Context: an optimization exercise on an open-source flow, tuned for small area. The choices shown serve that exercise and are no tape-out recipe. The RTL was checked by simulation tests, not by an equivalence proof against the original design. Power figures rest on the tool's default switching activity, not on a simulated workload.

==> trial 47: inputs <==
==> flow/design.v <==
package scct_timer_pkg;
   localparam int unsigned CTR_W  = 32;
   localparam int unsigned PSC_W  = 16;
   localparam int unsigned NUM_CH = 4;
   localparam logic [1:0] ACT_NONE = 2'd0;
   localparam logic [1:0] ACT_SET  = 2'd1;
   localparam logic [1:0] ACT_CLR  = 2'd2;
   localparam logic [1:0] ACT_TGL  = 2'd3;
endpackage
package scct_reg_pkg;
   localparam int unsigned ADR_W = 4;
   localparam int unsigned DAT_W = 32;
   localparam int unsigned REG_CTR     = 0;
   localparam int unsigned REG_PSC     = 1;
   localparam int unsigned REG_CTR_IE  = 2;
   localparam int unsigned REG_CTR_IS  = 3;
   localparam int unsigned REG_CH_MODE = 4;
   localparam int unsigned REG_CH_ACT  = 5;
   localparam int unsigned REG_CH_IE   = 6;
   localparam int unsigned REG_CH_IS   = 7;
   localparam int unsigned REG_CH_INP  = 8;
   localparam int unsigned REG_CH_OUT  = 9;
   localparam int unsigned REG_CCR0    = 10;
   localparam int unsigned NUM_REG = 14;
endpackage
`timescale 1ns/1ps
import scct_timer_pkg::*;
import scct_reg_pkg::*;
module scct_top (
   input  logic              clk,
   input  logic              rst,
   input  logic              wb_cyc_i,
   input  logic              wb_stb_i,
   input  logic              wb_we_i,
   input  logic [ADR_W-1:0]  wb_adr_i,
   input  logic [DAT_W-1:0]  wb_dat_i,
   output logic [DAT_W-1:0]  wb_dat_o,
   output logic              wb_ack_o,
   input  logic [NUM_CH-1:0] pins_i,
   output logic [NUM_CH-1:0] pins_o,
   output logic              irq_o
);
   logic              ack_q;
   logic [DAT_W-1:0]  rdat_q;
   logic              req;
   logic              wr;
   logic [15:0]       wsel;
   logic [DAT_W-1:0]  rd_mux;
   assign req = wb_cyc_i & wb_stb_i & ~ack_q;
   assign wr  = ack_q & wb_we_i;
   always_comb begin
      wsel = '0;
      wsel[wb_adr_i] = wr;
   end
   logic [PSC_W-1:0] psc_q;
   logic [PSC_W-1:0] pcnt_q;
   logic [CTR_W-1:0] ctr_q;
   logic             ctr_ie_q;
   logic             ctr_is_q;
   logic             tick_q;
   logic             step;
   logic             wrap;
   assign step = (pcnt_q >= psc_q);
   assign wrap = step & (&ctr_q) & ~wsel[REG_CTR];
   always_ff @(posedge clk or posedge rst) begin
      if (rst) begin
         ack_q    <= 1'b0;
         ctr_is_q <= 1'b0;
      end else begin
         ack_q <= req;
         ctr_is_q <= (ctr_is_q & ~(wsel[REG_CTR_IS] & wb_dat_i[0])) | wrap;
      end
   end
   always_ff @(posedge clk) begin
      if (rst) begin
         psc_q    <= '0;
         pcnt_q   <= '0;
         ctr_q    <= '0;
         tick_q   <= 1'b0;
         ctr_ie_q <= 1'b0;
      end else begin
         if (wsel[REG_PSC])    psc_q    <= wb_dat_i[PSC_W-1:0];
         if (wsel[REG_CTR_IE]) ctr_ie_q <= wb_dat_i[0];
         if (wsel[REG_CTR]) begin
            ctr_q  <= wb_dat_i;
            pcnt_q <= '0;
            tick_q <= 1'b0;
         end else if (step) begin
            ctr_q  <= ctr_q + 1'b1;
            pcnt_q <= '0;
            tick_q <= 1'b1;
         end else begin
            pcnt_q <= pcnt_q + 1'b1;
            tick_q <= 1'b0;
         end
      end
   end
   logic [NUM_CH-1:0] ch_mode;
   logic [2*NUM_CH-1:0] ch_act;
   logic [CTR_W-1:0]  ch_ccr [NUM_CH];
   logic [NUM_CH-1:0] ch_ie;
   logic [NUM_CH-1:0] ch_is;
   logic [NUM_CH-1:0] ch_pin;
   for (genvar n = 0; n < NUM_CH; n++) begin : g_ch
      logic [2:0] sync_q;
      logic       rise_q;
      logic       capture;
      logic       match;
      assign capture = ch_mode[n] & rise_q;
      assign match   = ~ch_mode[n] & tick_q & (ctr_q == ch_ccr[n]);
      always_ff @(posedge clk or posedge rst) begin
         if (rst) begin
            sync_q    <= '0;
            ch_is[n]  <= 1'b0;
            ch_pin[n] <= 1'b0;
         end else begin
            sync_q <= {sync_q[1:0], pins_i[n]};
            if (match) begin
               case (ch_act[2*n+:2])
                  ACT_SET: ch_pin[n] <= 1'b1;
                  ACT_CLR: ch_pin[n] <= 1'b0;
                  ACT_TGL: ch_pin[n] <= ~ch_pin[n];
                  default: ch_pin[n] <= ch_pin[n];
               endcase
            end
            ch_is[n] <= (ch_is[n] & ~(wsel[REG_CH_IS] & wb_dat_i[n])) | capture | match;
         end
      end
      always_ff @(posedge clk) begin
         if (rst) begin
            rise_q         <= 1'b0;
            ch_mode[n]     <= 1'b0;
            ch_act[2*n+:2] <= ACT_NONE;
            ch_ie[n]       <= 1'b0;
            ch_ccr[n]      <= '0;
         end else begin
            rise_q <= sync_q[1] & ~sync_q[2];
            if (wsel[REG_CH_IE])   ch_ie[n]       <= wb_dat_i[n];
            if (wsel[REG_CH_MODE]) ch_mode[n]     <= wb_dat_i[n];
            if (wsel[REG_CH_ACT])  ch_act[2*n+:2] <= wb_dat_i[2*n+:2];
            if (capture)                 ch_ccr[n] <= ctr_q;
            else if (wsel[REG_CCR0 + n]) ch_ccr[n] <= wb_dat_i;
         end
      end
   end
   always_comb begin
      rd_mux = '0;
      case (wb_adr_i)
         4'd0:  rd_mux = ctr_q;
         4'd1:  rd_mux[PSC_W-1:0] = psc_q;
         4'd2:  rd_mux[0] = ctr_ie_q;
         4'd3:  rd_mux[0] = ctr_is_q;
         4'd4:  rd_mux[NUM_CH-1:0] = ch_mode;
         4'd5:  rd_mux[2*NUM_CH-1:0] = ch_act;
         4'd6:  rd_mux[NUM_CH-1:0] = ch_ie;
         4'd7:  rd_mux[NUM_CH-1:0] = ch_is;
         4'd8:  rd_mux[NUM_CH-1:0] = pins_i;
         4'd9:  rd_mux[NUM_CH-1:0] = ch_pin;
         4'd10: rd_mux = ch_ccr[0];
         4'd11: rd_mux = ch_ccr[1];
         4'd12: rd_mux = ch_ccr[2];
         4'd13: rd_mux = ch_ccr[3];
         default: rd_mux = '0;
      endcase
   end
   always_ff @(posedge clk) begin
      rdat_q <= rd_mux;
   end
   assign wb_ack_o = ack_q;
   assign wb_dat_o = rdat_q;
   assign pins_o   = ch_pin;
   assign irq_o    = (ctr_ie_q & ctr_is_q) | (|(ch_ie & ch_is));
endmodule
==> flow/flow/run.sh <==
#!/bin/bash
# Own layout flow: the standard.sh with
#  - an area-oriented ABC script in synthesis (flow/synth.tcl, flow/area.abc),
#  - the smallest buffer on every input and output port,
#  - a clock tree without dummy loads, built from clkbuf_8 with larger sink clusters.
# Every tool's output goes to the ORFS logs under orfs/logs; make's own output to flow_make.log.
set -euo pipefail
W=$(pwd)
export BUFFER_PORTS_ARGS="-buffer_cell sky130_fd_sc_hd__buf_1"
export CTS_ARGS="-sink_clustering_enable -repair_clock_nets -dont_use_dummy_load -buf_list sky130_fd_sc_hd__clkbuf_4 -sink_clustering_size 10 -sink_clustering_max_diameter 40"
sed "s#SYNTH_SCRIPT=[^ ]*#SYNTH_SCRIPT=$W/flow/synth.tcl #" standard.sh > own_standard.sh
bash own_standard.sh finish > flow_make.log 2>&1
==> flow/flow/area.abc <==
strash
&get -n
&fraig -x
&put
dc2
strash
&get -n
&deepsyn -T 20
&put
strash
&get -n
&dch -f
&nf -R 1000 -p -F 8 -A 4 -C 32
&put
==> flow/flow/synth.tcl <==
# The standard flow's synthesis (synth_recipe.tcl, unchanged) with an area-oriented ABC script
# for the combinational mapping; registers are mapped exactly as in the standard flow's synthesis.
set flowdir [file dirname [file normalize [info script]]]
set ::my_abc_script $flowdir/area.abc
proc abc {args} {
  set i [lsearch -exact $args -script]
  if {$i >= 0} { set args [lreplace $args [expr {$i+1}] [expr {$i+1}] $::my_abc_script] }
  yosys abc {*}$args
}
source [file dirname $flowdir]/synth_recipe.tcl
==> flow/standard.sh <==
#!/bin/bash
# synth_recipe.tcl (not shown) runs the flow's synth.tcl, then flattens the netlist and writes it again
# the make line also repeats each setting of config.mk as NAME=value (left out here)
make -C /OpenROAD-flow-scripts/flow DESIGN_CONFIG=/design/flow/config.mk WORK_HOME=/design/flow/orfs CLKGATE_MAP_FILE= SYNTH_SCRIPT=/design/flow/synth_recipe.tcl "${@:-finish}"
==> flow/config.mk <==
export PLATFORM = sky130hd
export DESIGN_NAME = scct_top
export DESIGN_NICKNAME = scct_top
export VERILOG_FILES = /design/flow/design.v
export SDC_FILE = /design/flow/constraint.sdc
export NUM_CORES = 4
export LEC_CHECK = 0
export CAP_MARGIN = 20
export CORE_MARGIN = 2
export CORE_UTILIZATION = 40
export PLACE_DENSITY = 0.6
export SLEW_MARGIN = 20
==> flow/constraint.sdc <==
create_clock -name core_clock -period 10.0 [get_ports {clk}]
set_input_delay 2.0000 -clock core_clock [delete_from_list [all_inputs] [get_ports {clk}]]
set_output_delay 2.0000 -clock core_clock [all_outputs]
set_load 0.01 [all_outputs]
==> inputs of trial 76, as changes to trial 47 <==
--- a/flow/design.v
+++ b/flow/design.v
@@ -67,10 +67,2 @@
          ack_q    <= 1'b0;
-         ctr_is_q <= 1'b0;
-      end else begin
-         ack_q <= req;
-         ctr_is_q <= (ctr_is_q & ~(wsel[REG_CTR_IS] & wb_dat_i[0])) | wrap;
-      end
-   end
-   always_ff @(posedge clk) begin
-      if (rst) begin
          psc_q    <= '0;
@@ -78,5 +70,7 @@
          ctr_q    <= '0;
+         ctr_ie_q <= 1'b0;
+         ctr_is_q <= 1'b0;
          tick_q   <= 1'b0;
-         ctr_ie_q <= 1'b0;
       end else begin
+         ack_q <= req;
          if (wsel[REG_PSC])    psc_q    <= wb_dat_i[PSC_W-1:0];
@@ -95,2 +89,3 @@
          end
+         ctr_is_q <= (ctr_is_q & ~(wsel[REG_CTR_IS] & wb_dat_i[0])) | wrap;
       end
@@ -112,7 +107,18 @@
          if (rst) begin
-            sync_q    <= '0;
-            ch_is[n]  <= 1'b0;
-            ch_pin[n] <= 1'b0;
+            sync_q         <= '0;
+            rise_q         <= 1'b0;
+            ch_mode[n]     <= 1'b0;
+            ch_act[2*n+:2] <= ACT_NONE;
+            ch_ccr[n]      <= '0;
+            ch_ie[n]       <= 1'b0;
+            ch_is[n]       <= 1'b0;
+            ch_pin[n]      <= 1'b0;
          end else begin
             sync_q <= {sync_q[1:0], pins_i[n]};
+            rise_q <= sync_q[1] & ~sync_q[2];
+            if (wsel[REG_CH_MODE]) ch_mode[n]     <= wb_dat_i[n];
+            if (wsel[REG_CH_ACT])  ch_act[2*n+:2] <= wb_dat_i[2*n+:2];
+            if (wsel[REG_CH_IE])   ch_ie[n]       <= wb_dat_i[n];
+            if (capture)                   ch_ccr[n] <= ctr_q;
+            else if (wsel[REG_CCR0 + n])   ch_ccr[n] <= wb_dat_i;
             if (match) begin
@@ -126,18 +132,2 @@
             ch_is[n] <= (ch_is[n] & ~(wsel[REG_CH_IS] & wb_dat_i[n])) | capture | match;
-         end
-      end
-      always_ff @(posedge clk) begin
-         if (rst) begin
-            rise_q         <= 1'b0;
-            ch_mode[n]     <= 1'b0;
-            ch_act[2*n+:2] <= ACT_NONE;
-            ch_ie[n]       <= 1'b0;
-            ch_ccr[n]      <= '0;
-         end else begin
-            rise_q <= sync_q[1] & ~sync_q[2];
-            if (wsel[REG_CH_IE])   ch_ie[n]       <= wb_dat_i[n];
-            if (wsel[REG_CH_MODE]) ch_mode[n]     <= wb_dat_i[n];
-            if (wsel[REG_CH_ACT])  ch_act[2*n+:2] <= wb_dat_i[2*n+:2];
-            if (capture)                 ch_ccr[n] <= ctr_q;
-            else if (wsel[REG_CCR0 + n]) ch_ccr[n] <= wb_dat_i;
          end
--- a/flow/flow/run.sh
+++ b/flow/flow/run.sh
@@ -9,3 +9,3 @@
 export BUFFER_PORTS_ARGS="-buffer_cell sky130_fd_sc_hd__buf_1"
-export CTS_ARGS="-sink_clustering_enable -repair_clock_nets -dont_use_dummy_load -buf_list sky130_fd_sc_hd__clkbuf_4 -sink_clustering_size 10 -sink_clustering_max_diameter 40"
+export CTS_ARGS="-sink_clustering_enable -repair_clock_nets -dont_use_dummy_load -buf_list sky130_fd_sc_hd__clkbuf_8 -sink_clustering_size 15 -sink_clustering_max_diameter 50"
 sed "s#SYNTH_SCRIPT=[^ ]*#SYNTH_SCRIPT=$W/flow/synth.tcl #" standard.sh > own_standard.sh
==> inputs of trial 52, as changes to trial 47 <==
--- a/flow/design.v
+++ b/flow/design.v
@@ -100,2 +100,3 @@
    logic [CTR_W-1:0]  ch_ccr [NUM_CH];
+   logic [CTR_W-1:0]  ch_nccr [NUM_CH];
    logic [NUM_CH-1:0] ch_ie;
@@ -108,2 +109,3 @@
       logic       match;
+      assign ch_ccr[n] = ~ch_nccr[n];
       assign capture = ch_mode[n] & rise_q;
@@ -112,3 +114,2 @@
          if (rst) begin
-            sync_q    <= '0;
             ch_is[n]  <= 1'b0;
@@ -116,3 +117,2 @@
          end else begin
-            sync_q <= {sync_q[1:0], pins_i[n]};
             if (match) begin
@@ -130,2 +130,3 @@
          if (rst) begin
+            sync_q         <= '0;
             rise_q         <= 1'b0;
@@ -134,4 +135,5 @@
             ch_ie[n]       <= 1'b0;
-            ch_ccr[n]      <= '0;
+            ch_nccr[n]     <= '1;
          end else begin
+            sync_q <= {sync_q[1:0], pins_i[n]};
             rise_q <= sync_q[1] & ~sync_q[2];
@@ -140,4 +142,4 @@
             if (wsel[REG_CH_ACT])  ch_act[2*n+:2] <= wb_dat_i[2*n+:2];
-            if (capture)                 ch_ccr[n] <= ctr_q;
-            else if (wsel[REG_CCR0 + n]) ch_ccr[n] <= wb_dat_i;
+            if (capture)                 ch_nccr[n] <= ~ctr_q;
+            else if (wsel[REG_CCR0 + n]) ch_nccr[n] <= ~wb_dat_i;
          end
==> flow/flow/run.sh (replaced) <==
#!/bin/bash
# Own layout flow: the standard.sh with
#  - an area-oriented ABC script in synthesis (flow/synth.tcl, flow/area.abc), and
#    adders left to ABC instead of being mapped to half/full-adder cells first,
#  - the smallest buffer on every input and output port,
#  - a clock tree without dummy loads, built from clkbuf_8 with small sink clusters.
# Every tool's output goes to the ORFS logs under orfs/logs; make's own output to flow_make.log.
set -euo pipefail
W=$(pwd)
export ADDER_MAP_FILE=""
export BUFFER_PORTS_ARGS="-buffer_cell sky130_fd_sc_hd__buf_1"
export CTS_ARGS="-sink_clustering_enable -repair_clock_nets -dont_use_dummy_load -buf_list sky130_fd_sc_hd__clkbuf_8 -sink_clustering_size 12 -sink_clustering_max_diameter 45"
sed "s#SYNTH_SCRIPT=[^ ]*#SYNTH_SCRIPT=$W/flow/synth.tcl #" standard.sh > own_standard.sh
bash own_standard.sh finish > flow_make.log 2>&1
--- a/flow/config.mk
+++ b/flow/config.mk
@@ -9,4 +9,4 @@
 export CORE_MARGIN = 2
-export CORE_UTILIZATION = 40
-export PLACE_DENSITY = 0.6
+export CORE_UTILIZATION = 50
+export PLACE_DENSITY = 0.65
 export SLEW_MARGIN = 20
==> run summary <==
Max-Slew Margin vs Limit: trial 52 0.300; trial 76 0.177; trial 47 0.350
Combinational power share: trial 52 0.093; trial 76 0.312; trial 47 0.074
Levels on crit path: trial 52 38; trial 76 34; trial 47 40
Deepest level of the CTS H-tree: trial 52 1; trial 76 2; trial 47 2
Fraction of registers with async set or reset after synthesis: trial 52 0.0373; trial 76 0.881; trial 47 0.0821
Critical R2R Capture: trial 52 ctr_q[31]; trial 76 ctr_q[31]; trial 47 ctr_is_q
Clock buffer instance count of the final layout: trial 52 30; trial 76 35; trial 47 43
Wire length of the first global-routing pass: trial 52 70.5 mm; trial 76 86.0 mm; trial 47 75.6 mm
Largest cell class by area: trial 52 multi-input combinational cells; trial 76 registers; trial 47 multi-input combinational cells
Status: trial 52 complete, no violations; trial 76 complete, no violations; trial 47 complete, no violations
Sequential share of power: trial 52 0.579; trial 76 0.510; trial 47 0.608
Starting density of the core: trial 52 0.510; trial 76 0.407; trial 47 0.404
Total wire length after detailed routing: trial 52 47.4 mm; trial 76 59.3 mm; trial 47 51.1 mm
Fraction of area in clock buffers and inverters: trial 52 0.0331; trial 76 0.0335; trial 47 0.0244
Post-synthesis to final-layout area growth: trial 52 11.7%; trial 76 11.9%; trial 47 11.3%
Area of the core: trial 52 0.0219 mm2; trial 76 0.0316 mm2; trial 47 0.0294 mm2
Largest clock skew in the final design: trial 52 0.0409 ns; trial 76 0.0721 ns; trial 47 0.0675 ns

## separate check: timing with driven ports
How much do the figures lean on ideal ports? The routed layouts below were timed once more, with nothing changed but the port constraints. Step 1 sets driving cells, clkbuf_16 on the clock port and buf_2 on the other inputs (assumed; they add their load-dependent delay and slew). Step 2 adds t to the input delays and takes it off the output delays; t is the mean of the earliest and latest rising clock arrival at the registers after step 1. Input paths then give back, and output paths get back, about the clock's delay inside the block. a / b / c = no drivers / after step 1 / after step 2; a / b = the first two.
run | t, ns | slack for setup (ns) | worst setup path at the end | worst slew at a driven data input, ns
trial 47 | 0.707 | 3.637 / 3.637 / 3.637 | register to register | 0.05
trial 76 | 0.584 | 3.600 / 3.600 / 3.600 | register to register | 0.04
trial 52 | 0.623 | 1.192 / 1.192 / 1.192 | register to register | 0.04
After both steps setup and hold are still met in every run listed.
